This design comes from an exercise in tuning for small area and few clock cycles per item on the open sky130 flow, not from production work.
The RTL was checked by simulation tests, not by an equivalence proof against the original design.

==> flow/design.v <==
module dsp_mac_pipe #(
  parameter int AW      = 18,
  parameter int BW      = 18,
  parameter int PW      = 48,
  parameter int MREG    = 1,
  parameter int ACC_LEN = 16
) (
  input  logic                 CLK,
  input  logic                 RSTN,
  input  logic                 IN_VALID,
  output logic                 IN_READY,
  input  logic signed [AW-1:0] A,
  input  logic signed [BW-1:0] B,
  input  logic signed [BW-1:0] D,
  input  logic signed [PW-1:0] C,
  input  logic [3:0]           OPMODE,
  output logic                 OUT_VALID,
  input  logic                 OUT_READY,
  output logic signed [PW-1:0] P,
  output logic                 CARRYOUT,
  output logic                 OVERFLOW
);
  localparam int OW = BW + 1;
  localparam int MW = AW + BW + 1;
  localparam int CW = (ACC_LEN > 1) ? $clog2(ACC_LEN) : 1;
  logic out_vld_q;
  logic en;
  assign en           = !(out_vld_q && !OUT_READY);
  assign IN_READY     = en;
  logic                 vld_p1_q;
  logic signed [AW-1:0] a_p1_q;
  logic signed [BW-1:0] b_p1_q, d_p1_q;
  logic signed [PW-1:0] c_p1_q;
  logic [3:0]           op_p1_q;
  always_ff @(posedge CLK or negedge RSTN) begin
    if (!RSTN)   vld_p1_q <= 1'b0;
    else if (en) vld_p1_q <= IN_VALID;
  end
  always_ff @(posedge CLK) begin
    if (en) begin
      a_p1_q  <= A;
      b_p1_q  <= B;
      d_p1_q  <= D;
      c_p1_q  <= C;
      op_p1_q <= OPMODE;
    end
  end
  logic signed [OW-1:0] pre_d;
  logic                 vld_p2_q;
  logic signed [AW-1:0] a_p2_q;
  logic signed [OW-1:0] pre_p2_q;
  logic signed [PW-1:0] c_p2_q;
  logic [3:0]           op_p2_q;
  assign pre_d = op_p1_q[0] ? (op_p1_q[1] ? (OW'(d_p1_q) - OW'(b_p1_q))
                                          : (OW'(d_p1_q) + OW'(b_p1_q)))
                            : OW'(b_p1_q);
  always_ff @(posedge CLK or negedge RSTN) begin
    if (!RSTN)   vld_p2_q <= 1'b0;
    else if (en) vld_p2_q <= vld_p1_q;
  end
  always_ff @(posedge CLK) begin
    if (en) begin
      a_p2_q   <= a_p1_q;
      pre_p2_q <= pre_d;
      c_p2_q   <= c_p1_q;
      op_p2_q  <= op_p1_q;
    end
  end
  logic signed [MW-1:0] m_d;
  logic signed [MW-1:0] m_s4;
  logic signed [PW-1:0] c_s4;
  logic [3:0]           op_s4;
  logic                 vld_s4;
  assign m_d = MW'(a_p2_q) * MW'(pre_p2_q);
  if (MREG != 0) begin : g_mreg
    logic                 vld_p3_q;
    logic signed [MW-1:0] m_p3_q;
    logic signed [PW-1:0] c_p3_q;
    logic [3:0]           op_p3_q;
    always_ff @(posedge CLK or negedge RSTN) begin
      if (!RSTN)   vld_p3_q <= 1'b0;
      else if (en) vld_p3_q <= vld_p2_q;
    end
    always_ff @(posedge CLK) begin
      if (en) begin
        m_p3_q  <= m_d;
        c_p3_q  <= c_p2_q;
        op_p3_q <= op_p2_q;
      end
    end
    assign m_s4   = m_p3_q;
    assign c_s4   = c_p3_q;
    assign op_s4  = op_p3_q;
    assign vld_s4 = vld_p3_q;
  end else begin : g_nomreg
    assign m_s4   = m_d;
    assign c_s4   = c_p2_q;
    assign op_s4  = op_p2_q;
    assign vld_s4 = vld_p2_q;
  end
  logic signed [PW-1:0] acc_q;
  logic [CW-1:0]        cnt_q;
  logic signed [PW-1:0] p_q;
  logic                 co_q, ovf_q;
  logic signed [PW-1:0] m_ext, base, addend, wrap_d, res_d;
  logic [PW:0]          sum_u;
  logic                 ovf_d, last_d, emit_d;
  always_comb begin
    m_ext  = PW'(m_s4);
    base   = (op_s4[2] && (cnt_q != '0)) ? acc_q : c_s4;
    addend = op_s4[3] ? -m_ext : m_ext;
    sum_u  = op_s4[3] ? ({1'b0, base} - {1'b0, m_ext})
                      : ({1'b0, base} + {1'b0, m_ext});
    wrap_d = sum_u[PW-1:0];
    ovf_d  = (base[PW-1] == addend[PW-1]) && (wrap_d[PW-1] != base[PW-1]);
    res_d  = wrap_d;
    last_d = (cnt_q == CW'(ACC_LEN - 1));
    emit_d = vld_s4 && (!op_s4[2] || last_d);
  end
  always_ff @(posedge CLK or negedge RSTN) begin
    if (!RSTN) begin
      out_vld_q <= 1'b0;
      p_q       <= '0;
      co_q      <= 1'b0;
      ovf_q     <= 1'b0;
      acc_q     <= '0;
      cnt_q     <= '0;
    end else if (en) begin
      out_vld_q <= emit_d;
      if (emit_d) begin
        p_q   <= res_d;
        co_q  <= sum_u[PW];
        ovf_q <= ovf_d;
      end
      if (vld_s4) begin
        if (op_s4[2]) begin
          acc_q <= res_d;
          cnt_q <= last_d ? '0 : cnt_q + 1'b1;
        end else begin
          cnt_q <= '0;
        end
      end
    end
  end
  assign OUT_VALID = out_vld_q;
  assign P         = p_q;
  assign CARRYOUT  = co_q;
  assign OVERFLOW  = ovf_q;
endmodule
==> flow/run.sh <==
#!/bin/bash
# synth_recipe.tcl (not shown) runs the flow's synth.tcl, then flattens the netlist and writes it again
# the make line also repeats each setting of config.mk as NAME=value (left out here)
make -C /OpenROAD-flow-scripts/flow DESIGN_CONFIG=/design/flow/config.mk WORK_HOME=/design/flow/orfs CLKGATE_MAP_FILE= SYNTH_SCRIPT=/design/flow/synth_recipe.tcl finish
==> flow/config.mk <==
export PLATFORM = sky130hd
export DESIGN_NAME = dsp_mac_pipe
export DESIGN_NICKNAME = dsp_mac_pipe
export VERILOG_FILES = /design/flow/design.v
export SDC_FILE = /design/flow/constraint.sdc
export NUM_CORES = 4
export LEC_CHECK = 0
export CAP_MARGIN = 20
export CORE_MARGIN = 2
export CORE_UTILIZATION = 40
export SLEW_MARGIN = 20
==> flow/constraint.sdc <==
create_clock -name core_clock -period 7.0 [get_ports {CLK}]
set_input_delay 1.4000 -clock core_clock [delete_from_list [all_inputs] [get_ports {CLK}]]
set_output_delay 1.4000 -clock core_clock [all_outputs]
set_load 0.01 [all_outputs]
==> summary.log <==
qor: layout.flip_flop_and_latch_area 11,100 um2
qor: floorplan.fp.coreArea 75,600 um2
qor: layout.fillers 7,001
qor: floorplan.die_width 280 um
qor: worst_setup_path.worst_path_cell_with_the_longest_stage_delay sky130_fd_sc_hd__edfxtp_1
qor: floorplan.die_area 78,300 um2
qor: worst_setup_path.rr_startpoint pre_p2_q[11]
qor: global_route.global_route.overflow_total 0
qor: worst_setup_path.worstPathRequired 7360 ps
qor: sta.worst_margin_slew 882 ps
qor: min_path.worstHoldStart c_p2_q[21]
qor: logic_synthesis.yosys.area.top_type_share 27.6%
qor: logic_synthesis.postSynth.asyncResetShare 27.5%
qor: logic_synthesis.synth.area.top_cells sky130_fd_sc_hd__edfxtp_1 (28%), sky130_fd_sc_hd__fa_1 (23%), sky130_fd_sc_hd__dfrtp_1 (8.7%)
qor: routing.drc 0
qor: place.port_buffers 161
qor: floorplan.initial_utilization 40.3%
qor: global_route.grt_start_max_net_pins 95
qor: layout.layout.nets 3,675
qor: layout.layout.cell_area.non_filler 35,100 um2
qor: worst_setup_path.timing.critical_path.arrival 7070 ps
qor: min_path.timing.hold.worst_path_depth 0
qor: routing.route.final.wire_length 70,700 um
qor: worst_setup_path.timing.critical_path.fanout_max 9
qor: logic_synthesis.synth.net_count 3,468
qor: run.drv_cap 0
qor: worst_setup_path.cpPeakStageDelay 580 ps
qor: routing.vias 20,300
qor: sta.rsz0062_at_grt true
qor: logic_synthesis.synth-seq-cells 386
qor: routing.drt_first_pass_iters 7
qor: logic_synthesis.distinct_cells_synth 69
qor: routing.detail_route.wl_per_cell 17.4 um
qor: layout.antenna-diode-count 0
qor: worst_setup_path.cp_common_cell sky130_fd_sc_hd__fa_1
qor: place.detailed_place_hpwl 56,200 um
qor: sta.fmax 0.149 GHz
qor: min_path.endpoint_with_the_worst_hold_slack g_mreg.c_p3_q[21]
qor: worst_setup_path.worstSetupPathDepth 21
qor: clock_tree.post_cts_hold_buffer_count 0
qor: sta.timing.final.crit_period 6710 ps
qor: global_route.grt_util_all_layers 18.4%
qor: routing.drt_iter0_markers 1,083
qor: place.placed_area 33,500 um2
qor: clock_tree.clkTransAtPathRegs 60 ps
qor: routing.antenna_violating_nets_post_route 0
qor: worst_setup_path.path_class reg -> reg
qor: sta.timing.final.setup_violations 0
qor: worst_setup_path.timing.critical_path.from_type register
qor: clock_tree.clock_net_sink_count 386
qor: global_route.grt_pass1_vias 21,700
qor: worst_setup_path.timing.critical_path.max_delay_family adder cells
qor: clock_tree.cts.root.buffer_cell sky130_fd_sc_hd__clkbuf_16
qor: place.globalplace.congestion 0.912
qor: global_route.antenna_found_initial 0
qor: logic_synthesis.number_of_enable_type_register_cells_in_the_synthesized_netlist 280
qor: worst_setup_path.timing.critical_path.to_type register
qor: min_path.hold_path.class reg -> reg
qor: status.status complete, no violations
qor: worst_setup_path.timing.reg2reg.setup_slack 290 ps
qor: worst_setup_path.regToRegEndpoint g_mreg.m_p3_q[35]
qor: logic_synthesis.mappedNetlistArea 30,400 um2
qor: sta.final_min_period_over_clock_period 95.8%
qor: layout.flow.area_growth_from_synthesis 15.5%
qor: sta.timing.final.hold_violations 0
qor: clock_tree.cts-buffers-inserted 45
qor: logic_synthesis.synthesis.area_per_instance 10.7 um2
qor: logic_synthesis.share_of_synthesized_area_occupied_by_flip_flops_and_latches 36.3%
qor: sta.slew-limit-headroom 41.2%
qor: place.preCtsSetupSlack 72.4 ps
qor: sta.setup_slack 291 ps
qor: worst_setup_path.critical_path_buf_inv_count 4
qor: routing.vias_per_cell 4.99
qor: logic_synthesis.synth-main-ff-cell sky130_fd_sc_hd__edfxtp_1
qor: logic_synthesis.synth_top_area_cell sky130_fd_sc_hd__edfxtp_1
qor: worst_setup_path.worst-r2r-cell-count 21
qor: logic_synthesis.synth_cells 2,846
qor: floorplan.rows 101
qor: sta.final.setup_skew 30.4 ps
qor: clock_tree.cts_tree done
qor: floorplan.die_y 280 um
qor: clock_tree.clockBufferDepth 3
qor: logic_synthesis.synth_warnings 1
qor: sta.final_max_slew_viol_count 0
qor: floorplan.io_pins 162
qor: layout.post_route_cells_drive_above_1_share 8.13%
qor: layout.layout_common_cells sky130_fd_sc_hd__inv_1 (457), sky130_fd_sc_hd__fa_1 (347), sky130_fd_sc_hd__nand2_1 (326)
qor: clock_tree.h-tree-depth 2
qor: clock_tree.worst_skew_pair.late_latency 620 ps
qor: layout.area_of_combinational_cells_with_multiple_inputs 17,300 um2
qor: worst_setup_path.list_of_cells_traversed_by_the_critical_path buf_4 > nand2_1 > fa_1 > inv_1 > fa_1 > fa_1 > fa_1 > fa_1 > inv_1 > fa_1 > inv_1 > ha_1 > nand3_1 > nor2_1 > nand2_1 > a2111o_1 > a21oi_1 > o31ai_2 > a2111oi_0 > nor2_1 > xnor2_1
qor: global_route.grt_first_pass_wirelength 115,000 um
qor: layout.most_common_cell_after_layout_fill_and_taps_aside sky130_fd_sc_hd__inv_1
[kinds of logic after synthesis]
kind of cell,Yosys count,synth area share (%)
and+or+nand+nor,751,11.8
buffers and inverters,556,6.89
adders and majority gates,512,29.6
AOI/OAI and AO/OA,419,8.41
DFF,386,36.3
xor gates and xnor gates,147,4.23
muxes,75,2.73
[worst max path at each step]
stage,startpoint,end
floorplan,OUT_READY,ovf_q
CTS,a_p2_q[12],g_mreg.m_p3_q[35]
global route,pre_p2_q[18],g_mreg.m_p3_q[36]
finish,pre_p2_q[11],g_mreg.m_p3_q[35]
detailed placement,a_p2_q[12],g_mreg.m_p3_q[35]
global placement,a_p2_q[17],g_mreg.m_p3_q[35]
[sequential cells by signal, summed over array words and instances (netlist names), 18 cells and up]
| signal | flops |
|---|---|
| b_p1_q | 18 |
| acc_q | 48 |
| d_p1_q | 18 |
| g_mreg.m_p3_q | 37 |
| c_p2_q | 48 |
| pre_p2_q | 19 |
| a_p2_q | 18 |
| c_p1_q | 48 |
| p_q | 48 |
| g_mreg.c_p3_q | 48 |
| a_p1_q | 18 |
[metal layers]
layer / vias up / GRT usage (%) / routed length [um]
met3: 72 / 2.41 / 2830
met1: 10200 / 24.4 / 31800
met2: 381 / 32.2 / 34900
met5: - / 0 / 0
li1: 9665 / - / -
met4: 0 / 3.89 / 1140
[synthesized netlist by cell type, types with 3 or more instances]
cell and count:
sky130_fd_sc_hd__inv_1 458, sky130_fd_sc_hd__fa_1 347, sky130_fd_sc_hd__nand2_1 327, sky130_fd_sc_hd__edfxtp_1 280, sky130_fd_sc_hd__and2_1 173, sky130_fd_sc_hd__ha_1 165, sky130_fd_sc_hd__o21ai_0 139, sky130_fd_sc_hd__a21oi_1 124
sky130_fd_sc_hd__xnor2_1 114, sky130_fd_sc_hd__dfrtp_1 106, sky130_fd_sc_hd__nor2_1 103, sky130_fd_sc_hd__clkbuf_1 84, sky130_fd_sc_hd__mux2_2 63, sky130_fd_sc_hd__a21o_1 44, sky130_fd_sc_hd__xor2_1 33, sky130_fd_sc_hd__nand3_1 29
sky130_fd_sc_hd__nor3_1 29, sky130_fd_sc_hd__nand2b_1 25, sky130_fd_sc_hd__and3_1 14, sky130_fd_sc_hd__o21bai_1 14, sky130_fd_sc_hd__a31oi_1 13, sky130_fd_sc_hd__nor2b_1 13, sky130_fd_sc_hd__mux2i_1 12, sky130_fd_sc_hd__nand4_1 12
sky130_fd_sc_hd__o21ai_1 11, sky130_fd_sc_hd__o21a_1 10, sky130_fd_sc_hd__buf_1 7, sky130_fd_sc_hd__buf_2 7, sky130_fd_sc_hd__nor4_1 7, sky130_fd_sc_hd__o31ai_1 7, sky130_fd_sc_hd__o211ai_1 6, sky130_fd_sc_hd__or3_1 6
sky130_fd_sc_hd__a211o_1 5, sky130_fd_sc_hd__a2111oi_0 4, sky130_fd_sc_hd__o2111ai_1 4, sky130_fd_sc_hd__a21boi_1 3, sky130_fd_sc_hd__a221oi_1 3, sky130_fd_sc_hd__a311oi_1 3, sky130_fd_sc_hd__or2_2 3
[what timing repair did]
| item | in CTS | in global routing |
|---|---|---|
| gates resized for setup | 0 | 2 |
| buffers inserted | 0 | 21 |
| endpoints found under the setup margin | 0 | 7 |
[metrics by stage]
stage          hold slack, ps  cells  utilization, %  setup TNS (ps)
2_1_floorplan             400   2846               -               0
6_report                  397   4067            46.5               0
5_1_grt                   411   4067            46.5           -95.4
3_3_place_gp              405   3963            44.3               0
4_1_cts                   389   4046            46.2               0
3_5_place_dp              405   3963            44.3               0
[final cells by class]
cell class / count / area share (%)
multi-input combinational: 1904 / 49.3
sequential: 386 / 31.5
clock buffer: 53 / 3.32
clock inverter: 30 / 0.837
timing repair buffer: 258 / 6.72
tap: 978 / 3.48
inverter: 458 / 4.90
Testbench counts, summed over its fixed seeds: cycles 32,078, items 32,046.

-- static timing again, ports no longer ideal --
The results above use ideal ports. As a check the final layout listed here was re-extracted and re-timed, cells and wires unchanged.
Step 1, drivers: a clkbuf_16 drives CLK and a buf_2 each remaining input, both assumed.
Step 2 times the ports against the registers' clock, not the clock port: input delays grow and output delays shrink by t, the midpoint of the rising clock arrivals with the driver on.
a / b / c = no drivers / after step 1 / after step 2; a / b = the first two.
t, ns: 0.665
setup WS [ns]: 0.291 / 0.291 / 0.291
hold WS [ns]: 0.397 / 0.397 / 0.397
clock arrival spread, ns: 0.031 / 0.031
pins driven straight from the clock port: 1
After both steps setup and hold are still met in this run. The setup slack of this run moves by 0.000 ns with the drivers and by 0.000 ns with both steps.
